Background: an optimization exercise with open tools, aiming at small area. Do not read the settings as production practice. Where RTL was checked, it was by simulation tests only, not by an equivalence proof against the original. Only the layout flow was run in run 2; the RTL was not checked for function there. Power is estimated from default activity; no workload was simulated.

==> design/flow/design.v <==
package disp_pkg;
    localparam int BLK_W        = 16;
    localparam int BLK_H        = 16;
    localparam int BLK_SIZE     = BLK_W * BLK_H;      
    localparam int DEC          = 2;                  
    localparam int PIX_PER_BLK  = BLK_W / DEC;
    localparam int FRAME_W      = 32;
    localparam int LINE_LEN     = FRAME_W / DEC;      
    localparam int SEARCH_W     = 48;
    localparam int COORD_BITS   = 16;
    localparam int COL_BITS     = $clog2(BLK_W);
    localparam int ROW_CNT_BITS = $clog2(BLK_H + 1);
    localparam int PIX_CNT_BITS = $clog2(PIX_PER_BLK);
    localparam int POS_BITS     = $clog2(LINE_LEN);
    localparam int CLR_BITS     = $clog2(DEC + 1);
    localparam int DISP_BITS    = $clog2(SEARCH_W - BLK_W);
    localparam int CONF_BITS    = 8;
    localparam int DC_BITS      = CONF_BITS + DISP_BITS;
    localparam int WPROD_BITS   = CONF_BITS + CLR_BITS;
    localparam int TAPS         = 3;
    localparam int SUM_C_BITS   = 10;
    localparam int SUM_DC_BITS  = 15;
    localparam int FRAC_BITS    = 3;
    localparam int NUM_BITS     = SUM_DC_BITS + FRAC_BITS;   
    localparam int QUO_BITS     = 8;
    localparam int OUT_BITS     = CONF_BITS + QUO_BITS;
    localparam int DIV_LAT      = QUO_BITS + 1;       
    localparam int BLK_GAP      = PIX_PER_BLK + 1;
endpackage
import disp_pkg::*;
module disparity_filtering_system (
    input  logic                   clk,
    input  logic                   arst_n,
    input  logic [BLK_SIZE-1:0]    xors_in,
    input  logic [CONF_BITS-1:0]   confidence,
    input  logic [COORD_BITS-1:0]  min_coords,
    input  logic                   xors_valid,
    output logic [OUT_BITS-1:0]    disparity,     
    output logic                   disparity_valid,
    output logic                   overrun
);
    function automatic logic [1:0] fa(input logic a, input logic b, input logic c);
        fa = 2'(a) + 2'(b) + 2'(c);
    endfunction
    function automatic logic maj16(input logic [15:0] x);
        logic [1:0] f1, f2, f3, f4, f5, f6, f7, f8, f9, f10, f11;
        f1  = fa(x[0], x[1], x[2]);
        f2  = fa(x[3], x[4], x[5]);
        f3  = fa(x[6], x[7], x[8]);
        f4  = fa(x[9], x[10], x[11]);
        f5  = fa(x[12], x[13], x[14]);
        f6  = fa(f1[0], f2[0], f3[0]);
        f7  = fa(f4[0], f5[0], f6[0]);
        f8  = fa(f1[1], f2[1], f3[1]);
        f9  = fa(f4[1], f5[1], f6[1]);
        f10 = fa(f8[0], f9[0], f7[1]);
        f11 = fa(f8[1], f9[1], f10[1]);
        maj16 = f11[1] & (f11[0] | f10[0] | f7[0] | x[15]);
    endfunction
    function automatic logic [10:0] radd(input logic [9:0] a, input logic [9:0] b);
        logic cy;
        cy = 1'b0;
        for (int i = 0; i < 10; i++)
            {cy, radd[i]} = fa(a[i], b[i], cy);
        radd[10] = cy;
    endfunction
    function automatic logic [7:0] wgt(input logic [1:0] m, input logic [7:0] c);
        case (m)
            2'b00:   wgt = c;
            2'b11:   wgt = 8'd0;
            default: wgt = {1'b0, c[7:1]};
        endcase
    endfunction
    function automatic logic [7:0] div3(input logic [9:0] x);
        logic [1:0] r;
        logic [2:0] t;
        logic [9:0] q;
        r = 2'd0;
        for (int i = 9; i >= 0; i--) begin
            t    = {r, x[i]};
            q[i] = (t >= 3'd3);
            r    = q[i] ? 2'(t - 3'd3) : t[1:0];
        end
        div3 = q[7:0];
    endfunction
    logic        busy;
    logic [2:0]  cnt;
    logic        lastpar;       
    logic        acc;
    logic        acc0, acc1;    
    logic [15:0] maj;
    assign acc  = xors_valid && !busy;
    assign acc0 = acc && lastpar;
    assign acc1 = acc && !lastpar;
    always_comb
        for (int c = 0; c < BLK_W; c++) begin
            logic [15:0] col;
            for (int r = 0; r < BLK_H; r++)
                col[r] = xors_in[r * BLK_W + c];
            maj[c] = maj16(col);
        end
    logic [15:0] m0, m1;
    logic [7:0]  c0, c1;
    logic [4:0]  d0, d1;
    logic [3:0]  hp;
    always_ff @(posedge clk) begin
        if (acc0) begin
            m0 <= maj;
            c0 <= confidence;
            d0 <= min_coords[4:0];
        end
        if (acc1) begin
            m1 <= maj;
            c1 <= confidence;
            d1 <= min_coords[4:0];
            hp <= m0[15:12];
        end
    end
    logic        s0;
    logic        orun, obpar;
    logic [3:0]  ocnt;
    logic        t9, t10, tpar;
    logic        dvalid;
    logic        ofirst;
    always_ff @(posedge clk or negedge arst_n) begin
        if (!arst_n) begin
            busy    <= 1'b0;
            overrun <= 1'b0;
            lastpar <= 1'b1;
            s0      <= 1'b0;
            orun    <= 1'b0;
            t9      <= 1'b0;
            t10     <= 1'b0;
            dvalid  <= 1'b0;
            ofirst  <= 1'b0;
        end else begin
            if (xors_valid && busy)
                overrun <= 1'b1;
            if (acc) begin
                busy    <= 1'b1;
                lastpar <= !lastpar;
            end else if (busy && (cnt == 3'd7)) begin
                busy <= 1'b0;
            end
            s0 <= busy && (cnt == 3'd7);        
            if (s0)                             
                orun <= 1'b1;
            else if (ocnt == 4'd8)
                orun <= 1'b0;
            t9  <= orun && (ocnt == 4'd8);      
            t10 <= t9 && tpar;                  
            if (orun && !obpar && (ocnt == 4'd2))
                ofirst <= 1'b1;
            else if (orun && obpar && (ocnt == 4'd3))
                ofirst <= 1'b0;
            dvalid <= (orun && ((obpar && (ocnt == 4'd2)) || (ocnt >= 4'd3))) || t9 || t10;
        end
    end
    always_ff @(posedge clk) begin
        cnt  <= acc ? 3'd0 : cnt + 1'b1;
        ocnt <= s0 ? 4'd0 : ocnt + 1'b1;
    end
    always_ff @(posedge clk) begin
        if (s0)
            obpar <= lastpar;       
        if (orun && (ocnt == 4'd8))
            tpar <= obpar;
    end
    logic [1:0] w1, w2, w3;
    logic [2:0] rdp;
    logic [7:0] oc;
    logic [4:0] od;
    logic [15:0] msel;
    assign msel = obpar ? m1 : m0;
    assign rdp  = ocnt[2:0] - 3'd1;      
    always_ff @(posedge clk) begin
        w1 <= msel[{rdp, 1'b0} +: 2];
        w2 <= w1;
        w3 <= w2;
        if (orun && (obpar ? (ocnt == 4'd3) : (ocnt == 4'd2))) begin
            oc <= obpar ? c1 : c0;
            od <= obpar ? d1 : d0;
        end
    end
    logic [7:0] w6, w7, w8, w9;
    logic [8:0] s78;
    logic [9:0] dd7, dd8, x7, x8;
    logic       ge;
    logic [4:0] dl;
    logic [7:0] hc;
    logic [4:0] hd;
    logic       ge_q;
    assign hc  = ofirst ? oc : c0;
    assign hd  = ofirst ? od : d0;
    logic [4:0] dl_q;
    always_ff @(posedge clk) begin
        ge_q <= ge;
        dl_q <= dl;
    end
    assign w6  = wgt(hp[1:0], hc);
    assign w7  = wgt(hp[3:2], hc);
    assign w8  = wgt(m1[1:0], c1);
    assign w9  = wgt(m1[3:2], c1);
    assign s78 = 9'(radd(10'(w7), 10'(w8)));
    assign dd7 = 10'(radd(10'(w6), 10'(s78)));
    assign dd8 = 10'(radd(10'(s78), 10'(w9)));
    always_comb begin
        logic [5:0] df;
        logic [4:0] t;
        logic       cy;
        cy = 1'b1;
        for (int i = 0; i < 5; i++)
            {cy, df[i]} = fa(d1[i], !hd[i], cy);
        df[5] = cy;
        ge = df[5];
        t  = df[4:0] ^ {5{!ge}};
        cy = !ge;
        for (int i = 0; i < 5; i++)
            {cy, dl[i]} = fa(t[i], 1'b0, cy);
    end
    assign x7  = 10'(w8);
    assign x8  = 10'(w7);
    logic [3:0] mcnt;
    logic [9:0] ac7, ac8;
    logic [7:0] nq7, nq8;
    always_ff @(posedge clk) begin
        if (acc1)
            mcnt <= '0;
        else
            mcnt <= mcnt + 1'b1;
    end
    function automatic logic [17:0] mdstep(input logic [3:0] m, input logic [9:0] a,
                                           input logic [7:0] n, input logic [9:0] x,
                                           input logic [9:0] d, input logic [4:0] mb);
        logic [10:0] opa, opb;
        logic [11:0] sum;
        logic        dj, div;
        div = m[2] | m[3];
        case (m[1:0])
            2'd1:    dj = mb[2];
            2'd2:    dj = mb[3];
            2'd3:    dj = mb[4];
            default: dj = mb[1];
        endcase
        if (div) begin
            opa = {a, n[7]};
            opb = ~{1'b0, d};
        end else begin
            opa = (m[1:0] == 2'd0) ? {2'b0, (mb[0] ? x[9:1] : 9'd0)} : {1'b0, a};
            opb = dj ? {1'b0, x} : 11'd0;
        end
        begin
            logic cy;
            cy = div;
            for (int i = 0; i < 11; i++)
                {cy, sum[i]} = fa(opa[i], opb[i], cy);
            sum[11] = cy;
        end
        if (div) begin
            mdstep = {(sum[11] ? sum[9:0] : {a[8:0], n[7]}), n[6:0], sum[11]};
        end else if (m[1:0] == 2'd0) begin
            mdstep = {sum[10:1], sum[0], mb[0] & x[0], 6'd0};
        end else begin
            mdstep = {sum[10:1], sum[0], n[7:1]};
        end
    endfunction
    function automatic logic [17:0] mdstep8(input logic [3:0] m, input logic [9:0] a,
                                            input logic [7:0] n, input logic [9:0] x,
                                            input logic [9:0] d, input logic [4:0] mb);
        logic [10:0] opa, opb;
        logic [11:0] sum;
        logic        dj, div, first, cy;
        first = (m == 4'd0);
        div   = (m >= 4'd5);
        case (m[2:0])
            3'd1:    dj = mb[1];
            3'd2:    dj = mb[2];
            3'd3:    dj = mb[3];
            3'd4:    dj = mb[4];
            default: dj = mb[0];
        endcase
        if (div) begin
            opa = {a, n[7]};
            opb = ~{1'b0, d};
        end else begin
            opa = first ? 11'd0 : {1'b0, a};
            opb = dj ? {1'b0, x} : 11'd0;
        end
        cy = div;
        for (int i = 0; i < 11; i++)
            {cy, sum[i]} = fa(opa[i], opb[i], cy);
        sum[11] = cy;
        if (div)
            mdstep8 = {(sum[11] ? sum[9:0] : {a[8:0], n[7]}), n[6:0], sum[11]};
        else
            mdstep8 = {sum[10:1], sum[0], (first ? 7'd0 : n[7:1])};
    endfunction
    always_ff @(posedge clk) begin
        {ac7, nq7} <= mdstep(mcnt, ac7, nq7, x7, dd7, {dl_q[4:2], dl[1:0]});
        {ac8, nq8} <= mdstep8(mcnt, ac8, nq8, x8, dd8, {dl_q[4:1], dl[0]});
    end
    logic       p7, p8, lmask, rmask;
    logic [9:0] sc, val;
    logic [7:0] qx, nqs;
    logic [9:0] sc_q;
    logic       xwin_q, xsel_q;
    assign p7    = orun && obpar && (ocnt == 4'd2);
    assign p8    = orun && obpar && (ocnt == 4'd3);
    assign lmask = orun && !obpar && (ocnt == 4'd3);
    assign rmask = t10;
    always_comb begin
        logic [1:0] zl, zc, zr, f1, f2, f3;
        logic [2:0] k;
        logic [1:0] n2;
        logic [6:0] h;
        logic [9:0] p0, p1, p2;
        logic [9:0] ss, cc;
        zl = lmask ? 2'b00 : ~w3;
        zc = ~w2;
        zr = rmask ? 2'b00 : ~w1;
        f1 = fa(zl[0], zl[1], zc[0]);
        f2 = fa(zc[1], zr[0], zr[1]);
        f3 = fa(f1[0], f2[0], 1'b0);
        k  = 3'(f3[0]) + 3'({f3[1], 1'b0}) + 3'({f1[1], 1'b0}) + 3'({f2[1], 1'b0});
        n2 = fa(&zl, &zc, &zr);
        h  = oc[7:1];
        p0 = {3'b0, h & {7{k[0]}}};
        p1 = {2'b0, h & {7{k[1]}}, n2[0] & oc[0]};
        p2 = {1'b0, h & {7{k[2]}}, n2[1] & oc[0], 1'b0};
        for (int i = 0; i < 10; i++)
            {cc[i], ss[i]} = fa(p0[i], p1[i], p2[i]);
        sc = 10'(radd(ss, {cc[8:0], 1'b0}));
    end
    assign val   = p7 ? dd7 : (p8 ? dd8 : sc);
    always_ff @(posedge clk) begin
        sc_q   <= val;
        xsel_q <= p8;
    end
    assign xwin_q = p8 || xsel_q;      
    assign nqs = xsel_q ? nq8 : nq7;
    always_comb begin
        logic [7:0] t;
        logic       nz, cy, neg;
        logic [4:0] base;
        nz = xsel_q ? (ac8 != 10'd0) : (ac7 != 10'd0);
        neg  = xsel_q ? ge_q : !ge;
        base = xsel_q ? d1 : hd;
        t  = nqs ^ {8{neg}};
        cy = neg && !nz;
        for (int i = 0; i < 8; i++)
            {cy, qx[i]} = fa(t[i], (i >= 3) ? base[i - 3] : 1'b0, cy);
    end
    assign disparity[15:8] = div3(sc_q);
    assign disparity[7:0]  = (sc_q == 10'd0) ? 8'd0 : (xwin_q ? qx : {od, 3'b000});
    assign disparity_valid = dvalid;
endmodule
==> design/flow/flow/run.sh <==
#!/bin/bash
# The standard layout with three changes, none of them touching a register:
#  - port buffers are the smallest plain buffer (buffer_ports -buffer_cell buf_1);
#  - after the standard synthesis, inverters left around full-adder cells are removed
#    (flow/invopt.py);
#  - the gates between registers and adder cells are mapped again by ABC for area
#    (flow/remap.abc), with the adder cells and flip-flops kept as they are.
# Each rewritten netlist is used only if Yosys proves it equivalent to the standard
# synthesis's netlist. Each tool's output goes to a log file of its own in this folder.
set -euo pipefail
export BUFFER_PORTS_ARGS="-buffer_cell sky130_fd_sc_hd__buf_1"
R=orfs/results/${FLOW_PLATFORM}/disparity_filtering_system/base
O=orfs/objects/${FLOW_PLATFORM}/disparity_filtering_system/base
L=orfs/logs/${FLOW_PLATFORM}/disparity_filtering_system/base
LIB=$(ls ${FLOW_HOME}/platforms/${FLOW_PLATFORM}/lib/*tt_025C_1v80.lib | head -1)

bash standard.sh synth > synth.log 2>&1
cp $R/1_2_yosys.v synth_orig.v
sed "s/^module ${FLOW_TOP}(/module gold(/" synth_orig.v > eq_gold.v

# proves $1 equivalent to the standard netlist; log in $2
prove() {
    sed -E -e "s/^module ${FLOW_TOP}\(/module gate(/" -e 's/\b(_[0-9]+_|_invopt_[c0-9]+_)/x\1/g' "$1" > eq_gate.v
    cat > eq.ys <<EOS
read_liberty -ignore_miss_func $LIB
read_verilog eq_gold.v
read_verilog eq_gate.v
hierarchy -check
flatten
proc
opt_clean
async2sync
dffunmap
equiv_make gold gate eq
hierarchy -top eq
equiv_simple -seq 2
equiv_induct -seq 2
equiv_status -assert
EOS
    yosys -s eq.ys > "$2" 2>&1
}

use=synth_orig.v
if python3 flow/invopt.py synth_orig.v synth_inv.v > invopt.log 2>&1; then
    DONT_USE=$(grep -o -- "-dont_use [A-Za-z0-9_]*" $L/1_2_yosys.log | sort -u | tr '\n' ' ')
    cat > remap.ys <<EOS
read_liberty -ignore_miss_func $LIB
read_verilog synth_inv.v
hierarchy -top ${FLOW_TOP}
setattr -mod -set keep_hierarchy 1 sky130_fd_sc_hd__fa_* sky130_fd_sc_hd__ha_* sky130_fd_sc_hd__df* sky130_fd_sc_hd__edf*
flatten
opt_clean
select -module ${FLOW_TOP}
abc -script $(pwd)/flow/remap.abc -liberty $LIB ${DONT_USE} -constr $O/abc.constr
select -clear
opt_clean -purge
hilomap -singleton -hicell sky130_fd_sc_hd__conb_1 HI -locell sky130_fd_sc_hd__conb_1 LO
splitnets
opt_clean -purge
select ${FLOW_TOP}
write_verilog -noattr -noexpr -nohex -nodec -selected synth_remap.v
EOS
    if yosys -s remap.ys > remap.log 2>&1 && ! grep -q "^\s*assign" synth_remap.v && prove synth_remap.v equiv_remap.log; then
        use=synth_remap.v
    elif prove synth_inv.v equiv_inv.log; then
        use=synth_inv.v
    fi
fi
echo "netlist used: $use" >> invopt.log
if [[ $use != synth_orig.v ]]; then
    cp $use $R/1_2_yosys.v
    rm -f $R/1_synth.odb $R/1_synth.sdc
fi

bash standard.sh > standard.log 2>&1
==> design/flow/flow/invopt.py <==
#!/usr/bin/env python3
"""Remove inverters around full-adder cells in a Yosys-written sky130 netlist.

A full adder is self-dual: FA(~a, ~b, ~c) = (~cout, ~sum).  Synthesis often leaves
full adders whose inputs come from inverters and whose outputs feed inverters; flipping
such an adder's polarity removes those inverters.  Also collapses inverter pairs.
The netlist's function is unchanged; flip-flops are not touched.
usage: invopt.py in.v out.v
"""
import re, sys
from collections import defaultdict

src = open(sys.argv[1]).read()
m = re.search(r'^module\s+(\w+)\s*\((.*?)\);', src, re.S | re.M)
top = m.group(1)
body = src[m.end():src.rindex('endmodule')]

ports_in, ports_out = set(), set()
decl_lines = []
for line in body.split(';'):
    t = line.strip()
    mm = re.match(r'^(input|output|inout|wire)\s*(\[(\d+):(\d+)\])?\s*(\S+)$', t)
    if not mm:
        continue
    kind, rng, hi, lo, name = mm.groups()
    if kind in ('input', 'output', 'inout'):
        bits = [name] if not rng else ['%s[%d]' % (name, i) for i in range(int(lo), int(hi) + 1)]
        (ports_in if kind == 'input' else ports_out).update(bits)
if 'assign' in body:
    sys.exit('assign statements not handled')

cell_re = re.compile(r'^\s*(sky130_fd_sc_hd__\w+)\s+(\S+)\s*\((.*?)\);', re.S | re.M)
pin_re = re.compile(r'\.(\w+)\(\s*(.*?)\s*\)\s*(?:,|$)', re.S)
cells = {}
order = []
for mm in cell_re.finditer(body):
    typ, name, conns = mm.groups()
    pins = {}
    for p, n in pin_re.findall(conns.strip()):
        pins[p] = n.strip()
    cells[name] = {'type': typ, 'pins': pins}
    order.append(name)
first_cell = cell_re.search(body).start()
header = body[:first_cell]

OUTP = {'X', 'Y', 'Q', 'Q_N', 'COUT', 'SUM', 'HI', 'LO'}
def is_inv(c): return re.match(r'sky130_fd_sc_hd__(clk)?inv_\d+$', cells[c]['type']) is not None
def is_fa(c): return re.match(r'sky130_fd_sc_hd__fa_\d+$', cells[c]['type']) is not None

driver = {}
loads = defaultdict(set)
def rebuild():
    driver.clear(); loads.clear()
    for c, d in cells.items():
        for p, n in d['pins'].items():
            if p in OUTP:
                driver[n] = (c, p)
            else:
                loads[n].add((c, p))
rebuild()

new_id = [0]
new_wires = []
def fresh():
    new_id[0] += 1
    n = '_invopt_%d_' % new_id[0]
    new_wires.append(n)
    return n

def add_inv(a, y):
    new_id[0] += 1
    name = '_invopt_c%d_' % new_id[0]
    cells[name] = {'type': 'sky130_fd_sc_hd__inv_1', 'pins': {'A': a, 'Y': y}}
    order.append(name)
    driver[y] = (name, 'Y'); loads[a].add((name, 'A'))
    return name

def del_cell(c):
    for p, n in cells[c]['pins'].items():
        if p in OUTP:
            if driver.get(n) == (c, p): del driver[n]
        else:
            loads[n].discard((c, p))
    del cells[c]

def connect(c, p, n):
    old = cells[c]['pins'][p]
    loads[old].discard((c, p))
    cells[c]['pins'][p] = n
    loads[n].add((c, p))

def merge(y, n):
    """every load of net y now reads net n (y is not a port)"""
    for (c, p) in list(loads[y]):
        connect(c, p, n)

def inv_of(n):
    """an existing inverter output carrying ~n, or None"""
    for (c, p) in loads[n]:
        if is_inv(c) and cells[c]['pins']['Y'] not in ports_out:
            return cells[c]['pins']['Y']
    return None

def flip_gain(f):
    g = 0
    ins = [cells[f]['pins'][p] for p in ('A', 'B', 'CIN')]
    for n in set(ins):
        d = driver.get(n)
        if d and is_inv(d[0]):
            others = [l for l in loads[n] if l[0] != f]
            if not others and n not in ports_out:
                g += 1
        elif n.startswith("1'") or n.startswith("0'"):
            return -99
        else:
            if inv_of(n) is None:
                g -= 1
    for p in ('COUT', 'SUM'):
        n = cells[f]['pins'][p]
        invl = [c for (c, q) in loads[n] if is_inv(c) and cells[c]['pins']['Y'] not in ports_out]
        other = [l for l in loads[n] if l[0] not in invl] or (n in ports_out)
        g += len(invl)
        if other:
            g -= 1
    return g

def flip(f):
    for p in ('A', 'B', 'CIN'):
        n = cells[f]['pins'][p]
        d = driver.get(n)
        if d and is_inv(d[0]):
            src_n = cells[d[0]]['pins']['A']
            connect(f, p, src_n)
            if not loads[n] and n not in ports_out:
                del_cell(d[0])
        else:
            y = inv_of(n)
            if y is None:
                y = fresh(); add_inv(n, y)
            connect(f, p, y)
    for p in ('COUT', 'SUM'):
        n = cells[f]['pins'][p]
        nn = fresh()
        del driver[n]
        cells[f]['pins'][p] = nn
        driver[nn] = (f, p)
        for (c, q) in list(loads[n]):
            if c in cells and is_inv(c) and cells[c]['pins']['Y'] not in ports_out:
                y = cells[c]['pins']['Y']
                del_cell(c)
                merge(y, nn)
        if loads[n] or n in ports_out:
            add_inv(nn, n)

def collapse_pairs():
    changed = False
    for c in list(cells):
        if c not in cells or not is_inv(c): continue
        a = cells[c]['pins']['A']; y = cells[c]['pins']['Y']
        d = driver.get(a)
        if d and is_inv(d[0]) and y not in ports_out:
            src_n = cells[d[0]]['pins']['A']
            del_cell(c); merge(y, src_n)
            if not loads[a] and a not in ports_out:
                del_cell(d[0])
            changed = True
    return changed

before = sum(1 for c in cells if is_inv(c))
while True:
    changed = collapse_pairs()
    for f in list(cells):
        if f in cells and is_fa(f) and flip_gain(f) > 0:
            flip(f); changed = True
    if not changed:
        break
after = sum(1 for c in cells if is_inv(c))
# drop inverters with no load
for c in list(cells):
    if is_inv(c) and not loads[cells[c]['pins']['Y']] and cells[c]['pins']['Y'] not in ports_out:
        del_cell(c)
final = sum(1 for c in cells if is_inv(c))
sys.stderr.write('inverters: %d -> %d -> %d\n' % (before, after, final))

out = ['module %s(%s);' % (top, m.group(2).strip()), header.rstrip('\n')]
for w in new_wires:
    out.append('  wire %s;' % w)
for c in order:
    if c not in cells: continue
    d = cells[c]
    pins = ',\n'.join('    .%s(%s%s)' % (p, n, ' ' if n.startswith('\\') else '') for p, n in d['pins'].items())
    out.append('  %s %s (\n%s\n  );' % (d['type'], c, pins))
out.append('endmodule')
open(sys.argv[2], 'w').write(src[:m.start()] + '\n'.join(out) + '\n')
==> design/flow/flow/remap.abc <==
strash
&get -n
&dch -f
&nf -R 1000
&put
strash
&get -n
&dch -f
&nf -R 1000
&put
topo
dnsize -c
==> design/flow/standard.sh <==
#!/bin/bash
# synth_recipe.tcl (not shown) runs the flow's synth.tcl, then flattens the netlist and writes it again
# the make line also repeats each setting of config.mk as NAME=value (left out here)
make -C /OpenROAD-flow-scripts/flow DESIGN_CONFIG=/design/flow/config.mk WORK_HOME=/design/flow/orfs CLKGATE_MAP_FILE= SYNTH_SCRIPT=/design/flow/synth_recipe.tcl "${@:-finish}"
==> design/flow/config.mk <==
export PLATFORM = sky130hd
export DESIGN_NAME = disparity_filtering_system
export DESIGN_NICKNAME = disparity_filtering_system
export VERILOG_FILES = /design/flow/design.v
export SDC_FILE = /design/flow/constraint.sdc
export NUM_CORES = 4
export LEC_CHECK = 0
export ABC_AREA = 1
export CAP_MARGIN = 5
export CORE_MARGIN = 2
export CORE_UTILIZATION = 65
export CTS_BUF_LIST = sky130_fd_sc_hd__clkbuf_4 sky130_fd_sc_hd__clkbuf_8
export GPL_TIMING_DRIVEN = 0
export SLEW_MARGIN = 5
==> design/flow/constraint.sdc <==
create_clock -name core_clock -period 9.0 [get_ports {clk}]
set_input_delay 1.8000 -clock core_clock [delete_from_list [all_inputs] [get_ports {clk}]]
set_output_delay 1.8000 -clock core_clock [all_outputs]
set_load 0.01 [all_outputs]
==> results of run 1 <==
worst max path at each step:
stage,from,depth (start not counted),end
CTS,ofirst,31,ac7[8]
detailed placement,ofirst,30,ac7[2]
global route,ofirst,31,ac7[8]
finish,ofirst,31,ac7[8]
floorplan,ofirst,30,ac7[1]
global placement,ofirst,30,ac7[2]
through the flow:
stage          setup WS, ns  std cells  area [um2]  TNS (ns)
5_1_grt              0.0407       1612       14700         0
2_1_floorplan        0.0446       1012       12700         0
3_5_place_dp         -0.990       1571       14200    -10.13
4_1_cts              0.0259       1609       14600         0
6_report              0.391       1614       14700         0
3_3_place_gp         -0.798       1566       14100     -8.24
per-layer routing:
layer  track usage  up-vias  wire (um)
met5        0.0201        -         54
met4         0.119        2        911
li1              -     4207          -
met3        0.0703       53       1790
met1         0.407     4591      12100
met2         0.530      305      15700
layout make-up:
cell class | count | area (um2) | area share
timing repair buffer | 300 | 1230 | 0.0836
inverter | 55 | 206 | 0.0141
clock inverter | 13 | 108 | 0.00733
tap | 265 | 332 | 0.0226
clock buffer | 19 | 255 | 0.0174
sequential | 155 | 3920 | 0.267
antenna | 5 | 12.5 | 0.000852
multi-input combinational | 802 | 8620 | 0.587
cells in the final DEF, fill, tap and decap left out, types with 7 or more instances in the layout:
master,count
a211oi_1,7
a21o_1,7
a21oi_1,35
a221o_1,9
a22o_1,13
a22oi_1,23
a31oi_1,7
and2_0,10
buf_1,289
clkbuf_8,18
clkinv_1,55
dfrtp_1,7
dfxtp_1,69
edfxtp_1,77
fa_1,233
fa_2,7
ha_1,41
mux2_1,20
mux2i_1,16
mux4_2,8
nand2_1,85
nand2b_1,10
nand3_1,8
nor2_1,93
nor2b_1,10
nor3_1,11
o21ai_0,60
o22ai_1,11
o41a_1,16
xnor2_1,15
power groups by stage:
| stage | combinational, uW | clock [uW] | sequential, uW |
|---|---|---|---|
| final | 4570 | 494 | 1250 |
| after global routing | 5210 | 526 | 1280 |
| after CTS | 4540 | 497 | 1250 |
| after detailed placement | 4420 | 0 | 1270 |
| after global placement | 4220 | 0 | 1270 |
| after floorplan | 3310 | 0 | 1200 |
registers in the layout (all words and copies together) (netlist names), 5 cells and up:
name / cells
nq8: 8
ac8: 10
ac7: 10
od: 5
c0: 8
c1: 8
sc_q: 10
nq7: 8
d0: 5
d1: 5
m1: 16
oc: 8
m0: 16
worst reg2reg max path: cells and delay by family, from the launching register on:
kind / cells / cell delay, ns
AOI/OAI and AO/OA: 7 / 0.98
xor gates and xnor gates: 1 / 0.16
adders and majority gates: 17 / 6.17
buffers and inverters: 3 / 0.24
DFF: 1 / 0.54
muxes: 1 / 0.25
and+or+nand+nor: 2 / 0.18
repair_timing:
item / CTS / global route
setup buffers: 6 / 0
gates cloned: 0 / 0
setup endpoints to repair: 14 / 13
pin swaps: 1 / 1
gates resized for setup: 10 / 8
==> out/metrics.cfg, run 1 <==
[drt]
ant_nets=0
drtIter0Drc=646
routedWlPerCell_um=19.0
drt-vias-per-instance=5.67
drt-total-wl_mm=30.6
vias=9158
first_pass_iters=5
drc=0

[power]
peakVddDrop_mv=0.319
intPower_uw=3230
p_switching_uw=3090
power_frac_seq=0.198
p_leak_uw=0.00527
powerDensity_nw_per_um2=430
swShare=0.489
share_comb_of_total_power=0.724
p_total_uw=6320
pwr-share-clk=0.078

[synth]
yosys_warnings=1
syn-cell-area_um2=12700
syn_area_per_cell_um2=12.5
syn-num-nets=1577
syn_inst=1012

[clock_tree]
cts.clk_slew.worst_paths_ns=0.09
clock-sinks=155
clock_path_buffers=2
cts_buffers=17
cts_root_buf=clkbuf_8
htreeDepth=4
cts_tree=done
cts_hold_buffers=0
clk_latency_ns=0.48

[timing]
fin_skew_ns=0.0148
finalSetupViolCount=0
timing.fmax_ghz=0.116
post-route-min-period_ns=8.61
max_slew.worst_pin.slew_ns=1.27
hold_slack_ns=0.398
rsz0062_at_grt=no
final_hold_viol_count=0
drv_slew=0
finalCritPeriodShare=0.957
slew_headroom=0.151

[floorplan]
ioPinCount=301
fp.coreArea_um2=19300
die-area_um2=20600
die_h_um=144
die_x_um=144
rows=51
start_util=0.657

[worst_setup_path]
arrival_ns=8.98
crit_type=reg2reg
crit_family=adder cells
cp_slowest_cell=dfrtp_4
worst_r2r_endpoint=ac7[8]
cp-start-kind=flop
worstPathRequired_ns=9.37
timing.critical_path.mode_cell=fa_2
timing.rr.start=ofirst
r2r_slack_ns=0.39
cp_slowest_stage_delay_ns=0.54
cp_num_buf_inv=3
endpoint_kind=flop
crit_fanout=11
r2r_cells=31

[place]
gp_congestion=0.906
portBuffers=289
dpl.hpwl_mm=25.9

[grt]
overflow=0
grt_first_pass_wirelength_mm=48.5
grt_max_degree=31
grt_usage=0.316
grt_pass1_vias=9552
antenna_found_initial=3

[final_layout]
nets=1896
drive_gt1_frac=0.0513
synthToLayoutAreaGrowth_pct=15.9
fill_cells=1343
utilization=0.762

[min_path]
hp-class=reg2reg
holdPathStages=0
min_to=w2[0]
min-delay-start=w1[0]

[run]
maxCapViolations=0

[status]
status=complete, no violations

==> inputs of run 2 (changes only) <==
--- a/design/flow/design.v
+++ b/design/flow/design.v
@@ -206,16 +206,14 @@
     assign dd8 = 10'(radd(10'(s78), 10'(w9)));
     always_comb begin
-        logic [5:0] df;
-        logic [4:0] t;
-        logic       cy;
-        cy = 1'b1;
-        for (int i = 0; i < 5; i++)
-            {cy, df[i]} = fa(d1[i], !hd[i], cy);
-        df[5] = cy;
-        ge = df[5];
-        t  = df[4:0] ^ {5{!ge}};
-        cy = !ge;
-        for (int i = 0; i < 5; i++)
-            {cy, dl[i]} = fa(t[i], 1'b0, cy);
+        logic [4:0] dp, dn;
+        logic       cp, cn;
+        cp = 1'b1;
+        cn = 1'b1;
+        for (int i = 0; i < 5; i++) begin
+            {cp, dp[i]} = fa(d1[i], !hd[i], cp);
+            {cn, dn[i]} = fa(hd[i], !d1[i], cn);
+        end
+        ge = (d1 >= hd);
+        dl = ge ? dp : dn;
     end
     assign x7  = 10'(w8);
--- a/design/flow/config.mk
+++ b/design/flow/config.mk
@@ -10,5 +10,5 @@
 export CORE_MARGIN = 2
 export CORE_UTILIZATION = 65
-export CTS_BUF_LIST = sky130_fd_sc_hd__clkbuf_4 sky130_fd_sc_hd__clkbuf_8
+export CTS_BUF_LIST = sky130_fd_sc_hd__clkbuf_8
 export GPL_TIMING_DRIVEN = 0
 export SLEW_MARGIN = 5
==> run 2 against run 1 <==
  * Hold slack worse by 0.029 ns
  * Still clean
  * Critical endpoint unchanged
  * First-iteration DRC count decreased by 14%
  * Synthesized cell count is 1.1% higher
  * Largest power group unchanged
  * Setup slack improved by 0.17 ns
  * Wire length is 1.2% lower
  * Count of clock-buffer cells in the layout fell by 2
  * Sequential power is essentially flat
==> out/metrics.cfg, run 2 <==
[timing]
max_slew.worst_pin.slew_ns=1.17  ; -0.103 ns
rsz0062_at_grt=no
post-route-min-period_ns=8.44  ; -0.171 ns
fin_skew_ns=0.0177  ; +0.00281 ns
drv_slew=0  ; unchanged
setup_ws_ns=0.562  ; +0.171 ns
timing.fmax_ghz=0.119  ; +2.0%
final_hold_viol_count=0  ; unchanged
slew_headroom=0.217  ; +0.0658
finalSetupTns_ns=0  ; unchanged
finalCritPeriodShare=0.938  ; -0.0190
finalSetupViolCount=0  ; unchanged

[drt]
drt-total-wl_mm=30.3  ; -1.2%
drt-vias-per-instance=5.69  ; +0.26%
ant_nets=0  ; unchanged
routedWlPerCell_um=18.7  ; -1.5%
drtIter0Drc=555  ; -14%
vias=9210  ; +0.57%
first_pass_iters=5  ; unchanged
drc=0  ; unchanged

[final_layout]
fill_cells=1366  ; +1.7%
synthToLayoutAreaGrowth_pct=15.7
nets=1907  ; +0.58%
layout_commonest_cell=buf_1
design_area_um2=14800  ; +0.73%
drive_gt1_frac=0.0378  ; -0.0136
ff_latch_area_um2=3920  ; unchanged
layout_common_cells=buf_1, fa_1, nand2_1
reg_top3=m0: 16 flops, m1: 16 flops
multi_input_area_um2=8690  ; +0.86%

[place]
gp_congestion=0.902  ; -0.45%
postPlaceCellArea_um2=14300  ; +0.82%
dpl.hpwl_mm=25.9  ; +0.32%
pre_cts_slack_ns=-0.770  ; +0.220 ns
portBuffers=289  ; unchanged

[grt]
grt_usage=0.307  ; -0.00921
grt_first_pass_wirelength_mm=47.6  ; -1.8%
grt_max_degree=30  ; -3.2%
grt_pass1_vias=9544  ; -0.084%
antenna_found_initial=2  ; -1
overflow=0  ; unchanged

[min_path]
holdPathStages=0  ; unchanged
min-delay-start=w1[0]
hp-class=reg2reg
min_to=w2[0]

[worst_setup_path]
r2r_slack_ns=0.56  ; +0.17 ns
r2r_cells=30  ; -3.2%
worstPathRequired_ns=9.37  ; about the same
cp_slowest_cell=dfrtp_4
cp-start-kind=flop
arrival_ns=8.80  ; -0.18 ns
timing.critical_path.mode_cell=fa_1
crit_fanout=14  ; +3
timing.rr.start=ofirst
crit_type=reg2reg
cp_slowest_stage_delay_ns=0.59  ; +0.05 ns
worst_r2r_endpoint=ac7[8]
endpoint_kind=flop

[power]
peakVddDrop_mv=0.268  ; -16%
share_comb_of_total_power=0.712  ; -0.012
swShare=0.484  ; -0.00483
p_leak_uw=0.00546  ; +3.6%
p_switching_uw=3030  ; -1.7%
powerDensity_nw_per_um2=424  ; -1.4%
power_frac_seq=0.200  ; +0.002
pwr-share-clk=0.088  ; +0.010
p_total_uw=6270  ; -0.72%
intPower_uw=3240  ; +0.21%

[floorplan]
die_x_um=144  ; +0.45%
ioPinCount=301  ; unchanged
fp.coreArea_um2=19400  ; +0.66%
rows=51  ; unchanged
die_h_um=144  ; +0.45%
start_util=0.659  ; +0.00180
die-area_um2=20800  ; +0.91%

[synth]
syn-num-nets=1593  ; +1.0%
syn_inst=1023  ; +1.1%
syn-cell-area_um2=12800  ; +0.94%
syn_area_per_cell_um2=12.5  ; -0.15%
yosys_warnings=1  ; unchanged

[run]
maxCapViolations=0  ; unchanged

[clock_tree]
clock-sinks=155  ; unchanged
cts_hold_buffers=0  ; unchanged
cts_root_buf=clkbuf_8
cts.clk_slew.worst_paths_ns=0.09  ; about the same
post_cts_resized=4  ; -6
clock_path_buffers=2  ; unchanged
htreeDepth=4  ; unchanged
clk_latency_ns=0.47  ; about the same
cts_buffers=17  ; unchanged
cts_tree=done
post_cts_buffers=0  ; -6

[status]
status=complete, no violations

[run 2: cell type report]
type | instances | area share
antenna | 4 | 0.000677
sequential | 155 | 0.265
timing repair buffer | 295 | 0.0815
clock inverter | 15 | 0.0119
clock buffer | 17 | 0.0158
multi-input combinational | 810 | 0.588
inverter | 58 | 0.0147
tap | 265 | 0.0224
[run 2: worst max path at each step]
stage	endpoint	start	cells past startpoint	slack (ns)
after CTS	ac7[6]	ofirst	29	0.15
after detailed placement	ac7[2]	ofirst	29	-0.77
after global placement	ac7[6]	ofirst	29	-0.66
final	ac7[8]	ofirst	30	0.56
after global routing	ac7[0]	ofirst	29	0.11
after floorplan	ac7[1]	ofirst	29	0.54
[run 2: metrics by stage]
stage	cells	utilization	hold slack, ns
finish	1619	0.763	0.369
global route	1617	0.762	0.396
CTS	1614	0.760	0.374
detailed placement	1582	0.738	0.359
global placement	1577	0.732	0.356
floorplan	1023	-	0.336
[run 2: power by group through the flow]
stage / logic, uW / registers, uW / clock network [uW]
after floorplan: 3280 / 1200 / 0
after global placement: 4180 / 1270 / 0
after detailed placement: 4390 / 1270 / 0
after CTS: 4430 / 1260 / 554
after global routing: 5150 / 1290 / 584
final: 4460 / 1260 / 552
[run 2: metal layers]
layer / wire length (um) / track usage / up-vias
met2: 15800 / 0.528 / 328
met1: 11900 / 0.391 / 4590
met3: 1620 / 0.0586 / 64
met4: 1020 / 0.120 / 0
met5: 0 / 0 / -
li1: - / - / 4228
[run 2: worst max-delay path, delay by kind of cell (launching register included)]
kind	cells	cell delay (ns)
and+or+nand+nor	4	0.42
DFF	1	0.59
muxes	2	0.50
AOI/OAI and AO/OA	9	1.79
buffers and inverters	3	0.30
adders and majority gates	12	4.70

port drivers added, routing unchanged:
Ports are ideal in the flow. The routed layouts listed here were re-timed in OpenROAD.
Step 1 sets driving cells, clkbuf_16 on the clock port and buf_2 on the other inputs (assumed; they add their load-dependent delay and slew).
Step 2, shift: input delay + t, output delay - t, t = (earliest + latest rising clock arrival at the registers) / 2. This alone moves slack from input paths to output paths.
Slacks: no drivers / after step 1 / after step 2; pairs: no drivers / after step 1.
| run | t, ns | setup WS [ns] | worst hold slack (ns) | worst slew at a driven data input, ns |
|---|---|---|---|---|
| run 1 | 0.508 | 0.391 / 0.391 / 0.391 | 0.398 / 0.398 / 0.398 | 0.10 |
| run 2 | 0.499 | 0.562 / 0.562 / 0.562 | 0.369 / 0.369 / 0.369 | 0.13 |
After both steps setup and hold are still met in every run listed.
